Source: an optimization exercise on an open RTL-to-GDS flow (aim: small area and a short achievable clock period). Production flows keep margins and buffers that such runs may drop.
Where RTL was checked, it was by simulation tests only, not by an equivalence proof against the original.
No activity file was given, so power comes from the tool's default toggle rates.

==> trial 20 <==
==> flow/design.v (excerpt) <==
module mem_responder #(
  parameter int WORD_SIZE = 16,
  parameter int ADDR_BITS = 8,
  parameter int LATENCY   = 2
) (
  input  logic                 clk,
  input  logic                 reset_n,
  input  logic                 readM,
  input  logic                 writeM,
  input  logic [WORD_SIZE-1:0] address,
  input  logic [WORD_SIZE-1:0] data_in,
  output logic [WORD_SIZE-1:0] data_out,
  output logic                 ready,
  output logic                 error
);
  localparam int DEPTH = 1 << ADDR_BITS;
  localparam logic [3:0] CNT_INIT = 4'(LATENCY - 1);
  typedef enum logic [1:0] {
    IDLE = 2'd0,
    BUSY = 2'd1,
    DONE = 2'd2
  } state_t;
  state_t                 state;
  logic [3:0]             cnt;
  logic                   op_write;
  logic [ADDR_BITS-1:0]   lat_addr;
  logic [WORD_SIZE-1:0]   lat_data;
  logic [WORD_SIZE-1:0]   mem [0:DEPTH-1];
  logic                   complete;
  logic unused_addr_hi;
  assign unused_addr_hi = ^address[WORD_SIZE-1:ADDR_BITS];
  assign complete = (state == BUSY) && (cnt == 4'd0);
  always_ff @(posedge clk) begin
    if (reset_n && complete && op_write) begin
      mem[lat_addr] <= lat_data;
    end
  end
  always_ff @(posedge clk) begin
    if (!reset_n) begin
      state    <= IDLE;
      data_out <= '0;
      ready    <= 1'b0;
      error    <= 1'b0;
      cnt      <= 4'd0;
    end else begin
      case (state)
        IDLE: begin
          ready <= 1'b0;
          error <= 1'b0;
          if (readM ^ writeM) begin
            op_write <= writeM;
            lat_addr <= address[ADDR_BITS-1:0];
            lat_data <= data_in;
            cnt      <= CNT_INIT;
            state    <= BUSY;
          end else if (readM && writeM) begin
            error <= 1'b1;
            state <= DONE;
          end
        end
        BUSY: begin
          if (cnt != 4'd0) begin
            cnt <= cnt - 4'd1;
          end else begin
            if (!op_write) begin
              data_out <= mem[lat_addr];
            end
            ready <= 1'b1;
            state <= DONE;
          end
        end
        DONE: begin
          ready <= 1'b0;
          error <= 1'b0;
          if (!readM && !writeM) begin
            state <= IDLE;
          end
        end
        default: begin
          state <= IDLE;
        end
  ...
==> module mem_responder, before the edit <==
module mem_responder #(
  parameter int WORD_SIZE = 16,
  parameter int ADDR_BITS = 8,
  parameter int LATENCY   = 2
) (
  input  logic                 clk,
  input  logic                 reset_n,
  input  logic                 readM,
  input  logic                 writeM,
  input  logic [WORD_SIZE-1:0] address,
  input  logic [WORD_SIZE-1:0] data_in,
  output logic [WORD_SIZE-1:0] data_out,
  output logic                 ready,
  output logic                 error
);
  localparam int DEPTH = 1 << ADDR_BITS;
  localparam logic [3:0] CNT_INIT = 4'(LATENCY - 1);
  typedef enum logic [1:0] {
    IDLE = 2'd0,
    BUSY = 2'd1,
    DONE = 2'd2
  } state_t;
  state_t                 state;
  logic [3:0]             cnt;
  logic                   op_write;
  logic [ADDR_BITS-1:0]   lat_addr;
  logic [WORD_SIZE-1:0]   lat_data;
  logic [WORD_SIZE-1:0]   mem [0:DEPTH-1];
  logic                   complete;
  logic unused_addr_hi;
  assign unused_addr_hi = ^address[WORD_SIZE-1:ADDR_BITS];
  assign complete = (state == BUSY) && (cnt == 4'd0);
  always_ff @(posedge clk) begin
    if (reset_n && complete && op_write) begin
      mem[lat_addr] <= lat_data;
    end
  end
  always_ff @(posedge clk) begin
    if (!reset_n) begin
      state    <= IDLE;
      data_out <= '0;
      ready    <= 1'b0;
      error    <= 1'b0;
      cnt      <= 4'd0;
    end else begin
      case (state)
        IDLE: begin
          ready <= 1'b0;
          error <= 1'b0;
          if (readM ^ writeM) begin
            op_write <= writeM;
            lat_addr <= address[ADDR_BITS-1:0];
            lat_data <= data_in;
            cnt      <= CNT_INIT;
            state    <= BUSY;
          end else if (readM && writeM) begin
            error <= 1'b1;
            state <= DONE;
          end
        end
        BUSY: begin
          if (cnt != 4'd0) begin
            cnt <= cnt - 4'd1;
          end else begin
            if (!op_write) begin
              data_out <= mem[lat_addr];
            end
            ready <= 1'b1;
            state <= DONE;
          end
        end
        DONE: begin
          ready <= 1'b0;
          error <= 1'b0;
          if (!readM && !writeM) begin
            state <= IDLE;
          end
        end
        default: begin
          state <= IDLE;
        end
      endcase
    end
  end
endmodule
Settings: LEC_CHECK=0, CAP_MARGIN=20, CORE_MARGIN=2, CORE_UTILIZATION=45, PLACE_DENSITY=0.6, SETUP_SLACK_MARGIN=1.5, SLEW_MARGIN=20; clock period 5.0 ns.
run.sh (not shown) runs the stock make flow with config.mk's settings and CLKGATE_MAP_FILE= SYNTH_SCRIPT=/design/flow/synth_recipe.tcl, a recipe that flattens the netlist after the stock synthesis.
==> inputs of build 71, as changes to trial 20 <==
==> flow/design.v (replaced) <==
module mem_responder #(
  parameter int WORD_SIZE = 16,
  parameter int ADDR_BITS = 8,
  parameter int LATENCY   = 2
) (
  input  logic                 clk,
  input  logic                 reset_n,
  input  logic                 readM,
  input  logic                 writeM,
  input  logic [WORD_SIZE-1:0] address,
  input  logic [WORD_SIZE-1:0] data_in,
  output logic [WORD_SIZE-1:0] data_out,
  output logic                 ready,
  output logic                 error
);
  localparam int RING  = 4;
  localparam int NRING = (1 << ADDR_BITS) / RING;    
  localparam int NTAP  = 2 * NRING;                  
  localparam int NHI   = 8;                          
  localparam int NLO   = NTAP / NHI;                 
  typedef enum logic [1:0] {
    S_IDLE = 2'd0,
    S_B1   = 2'd1,
    S_B2   = 2'd2,
    S_DONE = 2'd3
  } state_t;
  state_t               state;
  logic                 op_write;
  logic [5:0]           lat_ring;
  logic [1:0]           lat_sn;       
  logic [WORD_SIZE-1:0] lat_data;
  logic [NHI-1:0]       sel_hi;       
  logic [NLO-1:0]       sel_lo;       
  logic                 rd_late;      
  logic                 ld_tap, ld_hold;
  logic                 pend_valid;
  logic [5:0]           pend_ring;
  logic [1:0]           pend_sn;
  logic [WORD_SIZE-1:0] pend_data;
  logic [1:0]           phase;
  logic [WORD_SIZE-1:0] ring [NRING][RING];
  logic [WORD_SIZE-1:0] tap_q;
  logic [WORD_SIZE-1:0] tap_hold;
  logic unused_addr_hi;
  assign unused_addr_hi = ^address[WORD_SIZE-1:ADDR_BITS];
  logic st_idle, accept, conflict, wr_done;
  assign st_idle  = (state == S_IDLE);
  assign accept   = st_idle && (readM ^ writeM);
  assign conflict = st_idle && readM && writeM;
  assign wr_done  = (state == S_B2) && op_write && reset_n;
  logic insert;
  assign insert = (phase == pend_sn) && (pend_valid || wr_done);
  always_ff @(posedge clk) begin
    phase <= phase + 1'b1;
  end
  for (genvar k = 0; k < NRING; k++) begin : g_ring
    always_ff @(posedge clk) begin
      ring[k][0] <= (insert && pend_ring == 6'(k)) ? pend_data : ring[k][RING-1];
      for (int j = 1; j < RING; j++) ring[k][j] <= ring[k][j-1];
    end
  end
  always_comb begin
    tap_q = '0;
    for (int k = 0; k < NRING; k++) begin
      for (int h = 0; h < 2; h++) begin
        if (sel_hi[(2 * k + h) / NLO] && sel_lo[(2 * k + h) % NLO]) begin
          tap_q = tap_q | ring[k][2 * h];
        end
      end
    end
  end
  always_ff @(posedge clk) begin
    tap_hold <= tap_q;
  end
  logic [1:0] pos1;    
  logic [1:0] pos_t;   
  logic [6:0] tap_idx;
  assign pos1    = address[1:0] + phase + 2'd1;
  assign pos_t   = pos1 + {1'b0, pos1[0]};
  assign tap_idx = {address[7:2], pos_t[1]};
  always_ff @(posedge clk) begin
    if (st_idle) begin
      op_write <= writeM;
      lat_ring <= address[7:2];
      lat_sn   <= ~address[1:0];
      lat_data <= data_in;
      rd_late  <= pos1[0];
      for (int i = 0; i < NHI; i++) sel_hi[i] <= (tap_idx[6:4] == 3'(i));
      for (int i = 0; i < NLO; i++) sel_lo[i] <= (tap_idx[3:0] == 4'(i));
    end
    if (state == S_B1 && op_write) begin
      pend_ring <= lat_ring;
      pend_sn   <= lat_sn;
      pend_data <= lat_data;
    end
    if (insert) begin
      pend_valid <= 1'b0;
    end else if (wr_done) begin
      pend_valid <= 1'b1;
    end
  end
  always_ff @(posedge clk) begin
    ld_tap  <= reset_n && (state == S_B1) && !op_write && rd_late;
    ld_hold <= reset_n && (state == S_B1) && !op_write && !rd_late;
  end
  always_ff @(posedge clk) begin
    if (!reset_n) begin
      state    <= S_IDLE;
      data_out <= '0;
      ready    <= 1'b0;
      error    <= 1'b0;
    end else begin
      ready <= (state == S_B2);
      error <= conflict;
      if (ld_tap) data_out <= tap_q;
      else if (ld_hold) data_out <= tap_hold;
      case (state)
        S_IDLE: if (accept) state <= S_B1;
                else if (conflict) state <= S_DONE;
        S_B1:   state <= S_B2;
        S_B2:   state <= S_DONE;
        default: if (!readM && !writeM) state <= S_IDLE;
      endcase
    end
  end
endmodule
--- a/flow/config.mk
+++ b/flow/config.mk
@@ -9,4 +9,7 @@
 export CORE_MARGIN = 2
 export CORE_UTILIZATION = 45
+export CTS_BUF_LIST = sky130_fd_sc_hd__clkbuf_8
+export CTS_CLUSTER_DIAMETER = 50
+export CTS_CLUSTER_SIZE = 20
 export PLACE_DENSITY = 0.6
 export SETUP_SLACK_MARGIN = 1.5
==> inputs of trial 69, as changes to trial 20 <==
==> flow/design.v (replaced) <==
module mem_responder #(
  parameter int WORD_SIZE = 16,
  parameter int ADDR_BITS = 8,
  parameter int LATENCY   = 2
) (
  input  logic                 clk,
  input  logic                 reset_n,
  input  logic                 readM,
  input  logic                 writeM,
  input  logic [WORD_SIZE-1:0] address,
  input  logic [WORD_SIZE-1:0] data_in,
  output logic [WORD_SIZE-1:0] data_out,
  output logic                 ready,
  output logic                 error
);
  localparam int RING  = 4;
  localparam int RBITS = 2;
  localparam int NRING = (1 << ADDR_BITS) / RING;
  localparam int KBITS = ADDR_BITS - RBITS;
  typedef enum logic [1:0] {
    S_IDLE = 2'd0,
    S_B1   = 2'd1,
    S_B2   = 2'd2,
    S_DONE = 2'd3
  } state_t;
  state_t               state;
  logic                 st_idle, st_b1, st_b2;
  logic                 op_write;
  logic [KBITS-1:0]     lat_ring;
  logic [RBITS-1:0]     lat_pos;     
  logic [WORD_SIZE-1:0] lat_data;
  logic                 pend_valid;
  logic [KBITS-1:0]     pend_ring;
  logic [RBITS-1:0]     pend_pos;
  logic [WORD_SIZE-1:0] pend_data;
  logic [RBITS-1:0]     phase;
  logic [WORD_SIZE-1:0] ring [NRING][RING];
  logic [WORD_SIZE-1:0] tap_q;
  logic [WORD_SIZE-1:0] tap_hold;
  logic unused_addr_hi;
  assign unused_addr_hi = ^address[WORD_SIZE-1:ADDR_BITS];
  assign st_idle = (state == S_IDLE);
  assign st_b1   = (state == S_B1);
  assign st_b2   = (state == S_B2);
  logic accept, conflict;
  assign accept   = st_idle && (readM ^ writeM);
  assign conflict = st_idle && readM && writeM;
  logic insert;
  assign insert = (pend_pos == RBITS'(RING - 1)) &&
                  (pend_valid || (st_b2 && op_write && reset_n));
  always_ff @(posedge clk) begin
    phase <= phase + 1'b1;
  end
  for (genvar k = 0; k < NRING; k++) begin : g_ring
    always_ff @(posedge clk) begin
      ring[k][0] <= (insert && pend_ring == KBITS'(k)) ? pend_data : ring[k][RING-1];
      for (int j = 1; j < RING; j++) ring[k][j] <= ring[k][j-1];
    end
  end
  always_comb begin
    tap_q = ring[lat_ring][{lat_pos[RBITS-1:1], 1'b0}];
  end
  always_ff @(posedge clk) begin
    tap_hold <= tap_q;
  end
  always_ff @(posedge clk) begin
    lat_pos  <= lat_pos + 1'b1;
    pend_pos <= pend_pos + 1'b1;
    if (accept) begin
      op_write <= writeM;
      lat_ring <= address[ADDR_BITS-1:RBITS];
      lat_pos  <= address[RBITS-1:0] + phase + 1'b1;
      lat_data <= data_in;
    end
    if (st_b1 && op_write) begin
      pend_ring <= lat_ring;
      pend_pos  <= lat_pos + 1'b1;
      pend_data <= lat_data;
    end
    if (insert) begin
      pend_valid <= 1'b0;
    end else if (st_b2 && op_write && reset_n) begin
      pend_valid <= 1'b1;
    end
  end
  always_ff @(posedge clk) begin
    if (!reset_n) begin
      state    <= S_IDLE;
      data_out <= '0;
      ready    <= 1'b0;
      error    <= 1'b0;
    end else begin
      ready <= (state == S_B2);
      error <= conflict;
      case (state)
        S_IDLE: if (accept) state <= S_B1;
                else if (conflict) state <= S_DONE;
        S_B1:   state <= S_B2;
        S_B2: begin
          if (!op_write) data_out <= lat_pos[0] ? tap_hold : tap_q;
          state <= S_DONE;
        end
        default: if (!readM && !writeM) state <= S_IDLE;
      endcase
    end
  end
endmodule
==> flow_summary.rst <==
.. list-table::
   :header-rows: 1

   * - Metric
     - Value
   * - Critical Path Stages
     - 11
   * - Power dissipated by switching net loads
     - 16.1 mW
   * - Worst Setup SP
     - lat_addr[1]$_DFFE_PP_
   * - Initial antenna violation count
     - 16
   * - Run status
     - finished clean
   * - Worst setup slack for register-to-register paths
     - 1.43 ns
   * - Clock period minus final worst setup slack
     - 3.57 ns
   * - Type of the worst min-delay path
     - reg -> reg
   * - Portion of the layout cell area used by clock cells
     - 7.29%
   * - Power of the sequential group
     - 38.4 mW
   * - Largest clock skew in the final design
     - 0.0562 ns
   * - Detailed placer's ending HPWL
     - 276 mm
-- figures above: trial 20

==> flow_summary.rst <==
.. list-table::
   :header-rows: 1

   * - Metric
     - Value
   * - Type of the worst min-delay path
     - in -> reg
   * - Portion of the layout cell area used by clock cells
     - 10.3%
   * - Worst Setup SP
     - lat_pos[1]$_DFF_P_
   * - Initial antenna violation count
     - 86
   * - Clock period minus final worst setup slack
     - 3.64 ns
   * - Power dissipated by switching net loads
     - 18.7 mW
   * - Largest clock skew in the final design
     - 0.0892 ns
   * - Run status
     - finished clean
   * - Critical Path Stages
     - 11
   * - Power of the sequential group
     - 35.0 mW
-- figures above: trial 69

==> flow_summary.rst <==
.. list-table::
   :header-rows: 1

   * - Metric
     - Value
   * - Clock latency reported for the late side of the worst-skew pair
     - 1.15 ns
   * - Run status
     - finished clean
   * - Critical Path Stages
     - 7
   * - Power dissipated by switching net loads
     - 22.2 mW
   * - Type of the worst min-delay path
     - reg -> reg
   * - Largest clock skew in the final design
     - 0.0906 ns
   * - Power of the sequential group
     - 35.4 mW
   * - Clock period minus final worst setup slack
     - 3.70 ns
   * - Detailed placer's ending HPWL
     - 227 mm
   * - Worst setup slack for register-to-register paths
     - 1.30 ns
   * - Final cycle utilization of the critical path
     - 73.9%
   * - Worst Setup SP
     - sel_lo[8]$_DFFE_PP_
   * - Portion of the layout cell area used by clock cells
     - 5.88%
   * - Initial antenna violation count
     - 23
-- figures above: build 71

The RTL of build 71 was laid out without a check of its function.

## re-timing with driven ports
No port has a modelled driver above. Below, the same layouts with a new extraction and two added sets of constraints.
Step 1, drivers: a clkbuf_16 drives clk and a buf_2 each remaining input, both assumed.
Step 2 adds t to the input delays and takes it off the output delays; t is the mean of the earliest and latest rising clock arrival at the registers after step 1. Input paths then give back, and output paths get back, about the clock's delay inside the block.
Three values: ideal, step 1, step 2; two values: the first two.
run	shift t [ns]	setup WS [ns]	worst hold slack (ns)	worst setup path at the end	cell pins on the clock port's net
trial 20	1.065	1.427 / 1.427 / 1.354	0.505 / 0.503 / 0.505	input to register	1
build 71	1.199	1.304 / 1.304 / 1.160	0.288 / 0.288 / 0.288	input to register	1
trial 69	1.110	1.355 / 1.355 / 1.134	0.227 / 0.141 / 0.277	input to register	1
After both steps every run listed still meets setup and hold. The setup slack of trial 69, which loses most, moves by 0.000 ns with the drivers and by -0.221 ns with both steps.
